From an optimization exercise on the open Yosys and OpenROAD flow, aimed at small area, a short achievable clock period and few clock cycles per item; shortcuts taken in it are not production practice.
The RTL was checked by simulation tests, not by an equivalence proof against the original design.
Power figures rest on the tool's default switching activity, not on a simulated workload.

==> flow/design.v <==
`default_nettype none
package cpuTypesPkg;
  localparam int CPUS = 2;
  typedef logic [31:0] wordT;
  typedef logic [31:0] addrT;
  typedef enum logic [1:0] {
    FREE,
    BUSY,
    ACCESS,
    ERROR
  } ramStateT;
endpackage
`default_nettype wire
`timescale 1ns/1ps
`default_nettype none
module ramReadSlice3 (
  input  cpuTypesPkg::wordT a,
  input  cpuTypesPkg::wordT b,
  input  cpuTypesPkg::wordT c,
  input  logic              sa,
  input  logic              sb,
  input  logic              sc,
  output cpuTypesPkg::wordT yn
);
  assign yn = ~((a & {32{sa}}) | (b & {32{sb}}) | (c & {32{sc}}));
endmodule
module ramReadSlice1 (
  input  cpuTypesPkg::wordT a,
  input  logic              sa,
  output cpuTypesPkg::wordT yn
);
  assign yn = ~(a & {32{sa}});
endmodule
module ramNand3 (
  input  cpuTypesPkg::wordT a,
  input  cpuTypesPkg::wordT b,
  input  cpuTypesPkg::wordT c,
  output cpuTypesPkg::wordT y
);
  assign y = ~(a & b & c);
endmodule
module ramNand4 (
  input  cpuTypesPkg::wordT a,
  input  cpuTypesPkg::wordT b,
  input  cpuTypesPkg::wordT c,
  input  cpuTypesPkg::wordT d,
  output cpuTypesPkg::wordT y
);
  assign y = ~(a & b & c & d);
endmodule
module ramNor2 (
  input  cpuTypesPkg::wordT a,
  input  cpuTypesPkg::wordT b,
  output cpuTypesPkg::wordT y
);
  assign y = ~(a | b);
endmodule
module ramNor3 (
  input  cpuTypesPkg::wordT a,
  input  cpuTypesPkg::wordT b,
  input  cpuTypesPkg::wordT c,
  output cpuTypesPkg::wordT y
);
  assign y = ~(a | b | c);
endmodule
module ramLoadBit (
  input  logic a,
  input  logic b,
  input  logic c,
  input  logic d,
  input  logic e,
  output logic y
);
  assign y = ~((a & b & c & d) | e);
endmodule
module ramLoadMerge (
  input  cpuTypesPkg::wordT a,
  input  cpuTypesPkg::wordT b,
  input  cpuTypesPkg::wordT c,
  input  logic              fwd,
  input  cpuTypesPkg::wordT fwdData,
  output cpuTypesPkg::wordT y
);
  logic              nfwd;
  cpuTypesPkg::wordT fwdZero;
  assign nfwd    = ~fwd;
  assign fwdZero = ~fwdData & {32{fwd}};
  for (genvar k = 0; k < 32; k++) begin : g_bit
    ramLoadBit loadBit (
      .a (a[k]),
      .b (b[k]),
      .c (c[k]),
      .d (nfwd),
      .e (fwdZero[k]),
      .y (y[k])
    );
  end
endmodule
module ramBitNext (
  input  logic q,
  input  logic keep,
  input  logic d,
  input  logic take,
  output logic next
);
  assign next = (q & keep) | (d & take);
endmodule
module ramModel #(
  parameter int RAM_WORDS = 64
) (
  input  logic                          CLK,
  input  logic                          wen,
  input  logic [$clog2(RAM_WORDS)-1:0]  waddr,
  input  cpuTypesPkg::wordT             wdata,
  input  logic [RAM_WORDS-1:0]          rsel,
  output cpuTypesPkg::wordT             rdata,
  output logic [2:0][31:0]              rnone
);
  localparam int AW = $clog2(RAM_WORDS);
  localparam int NS = RAM_WORDS / 3;
  cpuTypesPkg::wordT mem [RAM_WORDS];
  cpuTypesPkg::wordT    part [NS+1];
  logic [RAM_WORDS-1:0] take;
  logic [RAM_WORDS-1:0] keep;
  cpuTypesPkg::wordT    next [RAM_WORDS];
  always_comb begin
    for (int w = 0; w < RAM_WORDS; w++) begin
      take[w] = wen & (waddr == AW'(w));
      keep[w] = ~take[w];
    end
  end
  for (genvar w = 0; w < RAM_WORDS; w++) begin : g_word
    for (genvar b = 0; b < 32; b++) begin : g_bit
      ramBitNext bitNext (
        .q    (mem[w][b]),
        .keep (keep[w]),
        .d    (wdata[b]),
        .take (take[w]),
        .next (next[w][b])
      );
    end
  end
  always_ff @(posedge CLK) begin
    for (int w = 0; w < RAM_WORDS; w++) begin
      mem[w] <= next[w];
    end
  end
  for (genvar s = 0; s < NS; s++) begin : g_slice
    ramReadSlice3 slice (
      .a  (mem[3*s]),
      .b  (mem[3*s+1]),
      .c  (mem[3*s+2]),
      .sa (rsel[3*s]),
      .sb (rsel[3*s+1]),
      .sc (rsel[3*s+2]),
      .yn (part[s])
    );
  end
  ramReadSlice1 lastSlice (
    .a  (mem[RAM_WORDS-1]),
    .sa (rsel[RAM_WORDS-1]),
    .yn (part[NS])
  );
  cpuTypesPkg::wordT any [7];
  cpuTypesPkg::wordT none [3];
  for (genvar g = 0; g < 6; g++) begin : g_any
    ramNand3 anyGate (
      .a (part[3*g]),
      .b (part[3*g+1]),
      .c (part[3*g+2]),
      .y (any[g])
    );
  end
  ramNand4 anyLast (
    .a (part[18]),
    .b (part[19]),
    .c (part[20]),
    .d (part[21]),
    .y (any[6])
  );
  ramNor2 none0 (
    .a (any[0]),
    .b (any[1]),
    .y (none[0])
  );
  ramNor2 none1 (
    .a (any[2]),
    .b (any[3]),
    .y (none[1])
  );
  ramNor3 none2 (
    .a (any[4]),
    .b (any[5]),
    .c (any[6]),
    .y (none[2])
  );
  assign rnone = {none[2], none[1], none[0]};
  ramNand3 merge (
    .a (none[0]),
    .b (none[1]),
    .c (none[2]),
    .y (rdata)
  );
endmodule
`default_nettype wire
`timescale 1ns/1ps
`default_nettype none
module memorySubsystem #(
  parameter int LATENCY   = 1,
  parameter int RAM_WORDS = 64
) (
  input  logic                                      CLK,
  input  logic                                      reset,
  input  logic              [cpuTypesPkg::CPUS-1:0] iREN,
  input  cpuTypesPkg::addrT [cpuTypesPkg::CPUS-1:0] iaddr,
  output cpuTypesPkg::wordT [cpuTypesPkg::CPUS-1:0] iload,
  output logic              [cpuTypesPkg::CPUS-1:0] iwait,
  input  logic              [cpuTypesPkg::CPUS-1:0] dREN,
  input  logic              [cpuTypesPkg::CPUS-1:0] dWEN,
  input  cpuTypesPkg::addrT [cpuTypesPkg::CPUS-1:0] daddr,
  input  cpuTypesPkg::wordT [cpuTypesPkg::CPUS-1:0] dstore,
  output cpuTypesPkg::wordT [cpuTypesPkg::CPUS-1:0] dload,
  output logic              [cpuTypesPkg::CPUS-1:0] dwait,
  input  logic              [cpuTypesPkg::CPUS-1:0] ccwrite,
  output logic              [cpuTypesPkg::CPUS-1:0] ccwait,
  output logic              [cpuTypesPkg::CPUS-1:0] ccinv,
  output cpuTypesPkg::addrT [cpuTypesPkg::CPUS-1:0] ccsnoopaddr
);
  localparam int AW = $clog2(RAM_WORDS);
  logic [3:0]    req;
  logic [3:0]    act;
  logic [3:0]    rd;
  logic [3:0]    done;
  logic [3:0]    allow;
  logic [3:0]    pick;
  logic [1:0]    rr;
  logic [1:0]    hold;
  logic [1:0]    dblock;
  logic          conflict;
  logic          wen;
  logic [AW-1:0] waddr;
  logic [RAM_WORDS-1:0] rsel;
  logic [3:0][7:0] rlo;
  logic [3:0][7:0] rhi;
  logic [3:0][AW-1:0] paddr;
  cpuTypesPkg::wordT wdata;
  cpuTypesPkg::wordT rdata;
  logic [2:0][31:0]  rnone;
  assign req = {dREN | dWEN, iREN};
  assign dblock[0] = hold[0] | (hold[1] & dREN[0]);
  assign dblock[1] = hold[1] | (hold[0] & dREN[1]);
  assign act = req & allow & {~dblock, 2'b11};
  assign rd  = act & {dREN, 2'b11};
  assign conflict = (act[2] & act[3])
                  | (rd[0] & (rd[1] | rd[2] | rd[3]))
                  | (rd[1] & (rd[2] | rd[3]))
                  | (rd[2] & rd[3]);
  assign done = conflict ? 4'b0000 : act;
  always_comb begin
    waddr = '0;
    for (int c = 0; c < 2; c++) begin
      waddr = waddr | (daddr[c][AW+1:2] & {AW{act[2+c]}});
    end
  end
  assign paddr = {daddr[1][AW+1:2], daddr[0][AW+1:2], iaddr[1][AW+1:2], iaddr[0][AW+1:2]};
  always_comb begin
    for (int p = 0; p < 4; p++) begin
      for (int i = 0; i < 8; i++) begin
        rlo[p][i] = rd[p] & (paddr[p][2:0] == 3'(i));
        rhi[p][i] = (paddr[p][5:3] == 3'(i));
      end
    end
    for (int w = 0; w < RAM_WORDS; w++) begin
      rsel[w] = 1'b0;
      for (int p = 0; p < 4; p++) begin
        rsel[w] = rsel[w] | (rlo[p][w % 8] & rhi[p][w / 8]);
      end
    end
  end
  ramModel #(
    .RAM_WORDS (RAM_WORDS)
  ) ram (
    .CLK   (CLK),
    .wen   (wen),
    .waddr (waddr),
    .wdata (wdata),
    .rsel  (rsel),
    .rdata (rdata),
    .rnone (rnone)
  );
  always_comb begin
    for (int c = 0; c < 2; c++) begin
      iwait[c] = ~done[c];
      dwait[c] = ~done[2+c];
      ccwait[1-c] = done[2+c] & dREN[c];
      ccinv[1-c]  = done[2+c] & dREN[c] & ccwrite[c];
      ccsnoopaddr[1-c] = {24'd0, daddr[c][7:0]};
      iload[c] = rdata;
    end
  end
  for (genvar c = 0; c < 2; c++) begin : g_load
    ramLoadMerge loadMerge (
      .a       (rnone[0]),
      .b       (rnone[1]),
      .c       (rnone[2]),
      .fwd     (ccwrite[1-c]),
      .fwdData (dstore[1-c]),
      .y       (dload[c])
    );
  end
  assign wen = (done[2] & (dWEN[0] | ccwrite[1])) | (done[3] & (dWEN[1] | ccwrite[0]));
  assign wdata = (done[2] & dWEN[0]) | (done[3] & dREN[1]) ? dstore[0] : dstore[1];
  always_comb begin
    pick = 4'b0000;
    for (int k = 3; k >= 0; k--) begin
      if (act[(rr + 2'(k)) & 2'd3]) begin
        pick = 4'b0001 << ((rr + 2'(k)) & 2'd3);
      end
    end
  end
  always_ff @(posedge CLK) begin
    if (reset) begin
      allow <= 4'b1111;
      rr    <= 2'd0;
      hold  <= 2'b00;
    end else begin
      hold <= ccwait & ccwrite;
      if (conflict) begin
        allow <= pick;
        rr    <= rr + 2'd1;
      end else begin
        allow <= 4'b1111;
      end
    end
  end
endmodule
`default_nettype wire
Settings: LEC_CHECK=0, CAP_MARGIN=20, CORE_MARGIN=2, CORE_UTILIZATION=60, PLACE_DENSITY=0.7, SETUP_SLACK_MARGIN=4.5, SLEW_MARGIN=20, SYNTH_HIERARCHICAL=1; clock period 11.0 ns.
standard.sh (not shown) runs the stock make flow with config.mk's settings and CLKGATE_MAP_FILE= SYNTH_SCRIPT=/design/flow/synth_recipe.tcl, a recipe that flattens the netlist after the stock synthesis.
==> flow/flow/run.sh <==
#!/bin/bash
# Own flow: the standard layout, with smaller port buffers, sizing not
# limited to same-footprint cells, and no clock-tree dummy loads.
set -euo pipefail
export BUFFER_PORTS_ARGS="-buffer_cell sky130_fd_sc_hd__buf_2"
export MATCH_CELL_FOOTPRINT=0
export CTS_ARGS="-sink_clustering_enable -repair_clock_nets -dont_use_dummy_load -sink_clustering_size 16 -sink_clustering_max_diameter 60 -buf_list sky130_fd_sc_hd__clkbuf_8"
bash standard.sh > standard.log 2>&1
Testbench counts at the start, summed over its fixed seeds: cycles 4,416, items 4,316.
Change:
--- a/flow/design.v
+++ b/flow/design.v
@@ -63,39 +63,6 @@
 );
   assign y = ~(a | b | c);
 endmodule
-module ramLoadBit (
-  input  logic a,
-  input  logic b,
-  input  logic c,
-  input  logic d,
-  input  logic e,
-  output logic y
-);
-  assign y = ~((a & b & c & d) | e);
-endmodule
-module ramLoadMerge (
-  input  cpuTypesPkg::wordT a,
-  input  cpuTypesPkg::wordT b,
-  input  cpuTypesPkg::wordT c,
-  input  logic              fwd,
-  input  cpuTypesPkg::wordT fwdData,
-  output cpuTypesPkg::wordT y
-);
-  logic              nfwd;
-  cpuTypesPkg::wordT fwdZero;
-  assign nfwd    = ~fwd;
-  assign fwdZero = ~fwdData & {32{fwd}};
-  for (genvar k = 0; k < 32; k++) begin : g_bit
-    ramLoadBit loadBit (
-      .a (a[k]),
-      .b (b[k]),
-      .c (c[k]),
-      .d (nfwd),
-      .e (fwdZero[k]),
-      .y (y[k])
-    );
-  end
-endmodule
 module ramBitNext (
   input  logic q,
   input  logic keep,
@@ -113,8 +80,7 @@
   input  logic [$clog2(RAM_WORDS)-1:0]  waddr,
   input  cpuTypesPkg::wordT             wdata,
   input  logic [RAM_WORDS-1:0]          rsel,
-  output cpuTypesPkg::wordT             rdata,
-  output logic [2:0][31:0]              rnone
+  output cpuTypesPkg::wordT             rdata
 );
   localparam int AW = $clog2(RAM_WORDS);
   localparam int NS = RAM_WORDS / 3;
@@ -194,7 +160,6 @@
     .c (any[6]),
     .y (none[2])
   );
-  assign rnone = {none[2], none[1], none[0]};
   ramNand3 merge (
     .a (none[0]),
     .b (none[1]),
@@ -245,7 +210,6 @@
   logic [3:0][AW-1:0] paddr;
   cpuTypesPkg::wordT wdata;
   cpuTypesPkg::wordT rdata;
-  logic [2:0][31:0]  rnone;
   assign req = {dREN | dWEN, iREN};
   assign dblock[0] = hold[0] | (hold[1] & dREN[0]);
   assign dblock[1] = hold[1] | (hold[0] & dREN[1]);
@@ -285,8 +249,7 @@
     .waddr (waddr),
     .wdata (wdata),
     .rsel  (rsel),
-    .rdata (rdata),
-    .rnone (rnone)
+    .rdata (rdata)
   );
   always_comb begin
     for (int c = 0; c < 2; c++) begin
@@ -296,18 +259,9 @@
       ccinv[1-c]  = done[2+c] & dREN[c] & ccwrite[c];
       ccsnoopaddr[1-c] = {24'd0, daddr[c][7:0]};
       iload[c] = rdata;
+      dload[c] = ccwrite[1-c] ? dstore[1-c] : rdata;
     end
   end
-  for (genvar c = 0; c < 2; c++) begin : g_load
-    ramLoadMerge loadMerge (
-      .a       (rnone[0]),
-      .b       (rnone[1]),
-      .c       (rnone[2]),
-      .fwd     (ccwrite[1-c]),
-      .fwdData (dstore[1-c]),
-      .y       (dload[c])
-    );
-  end
   assign wen = (done[2] & (dWEN[0] | ccwrite[1])) | (done[3] & (dWEN[1] | ccwrite[0]));
   assign wdata = (done[2] & dWEN[0]) | (done[3] & dREN[1]) ? dstore[0] : dstore[1];
   always_comb begin
After rerunning: The changed run passed the timing, design-rule and antenna checks. Utilization goes up by 1.1 points. Power came out higher by 0.45%. Synthesized area drops by 1.1%. Hold slack got worse by 0.0049 ns. Sequential power is about the same. Design area is about the same. Register-to-register slack gains 0.49 ns. Maximum frequency drops by 5.0%. Sequential share of layout area falls by 0.13 points. Clock-buffer cell count fell by 3.
Testbench counts after the change, summed over its fixed seeds: cycles 4,416, items 4,316.

==> static timing again, ports no longer ideal <==
No port has a modelled driver above. Below, the same layouts with a new extraction and two added sets of constraints.
Step 1, drivers: a clkbuf_16 drives CLK and a buf_2 each remaining input, both assumed.
Step 2 times the ports against the registers' clock, not the clock port: input delays grow and output delays shrink by t, the midpoint of the rising clock arrivals with the driver on.
a / b / c = ideal / step 1 / step 2; a / b = the first two.
run	t (ns)	setup WS [ns]	slew at the worst register clock pin (ns)	worst data-port slew with drivers (ns)
the first run	1.009	3.468 / 3.278 / 3.278	0.11 / 0.11	0.22
the second run	0.967	3.072 / 3.026 / 3.026	0.11 / 0.11	0.18
After both steps setup and hold are still met in every run listed. The setup slack of the first run, which loses most, moves by -0.190 ns with the drivers and by -0.190 ns with both steps.
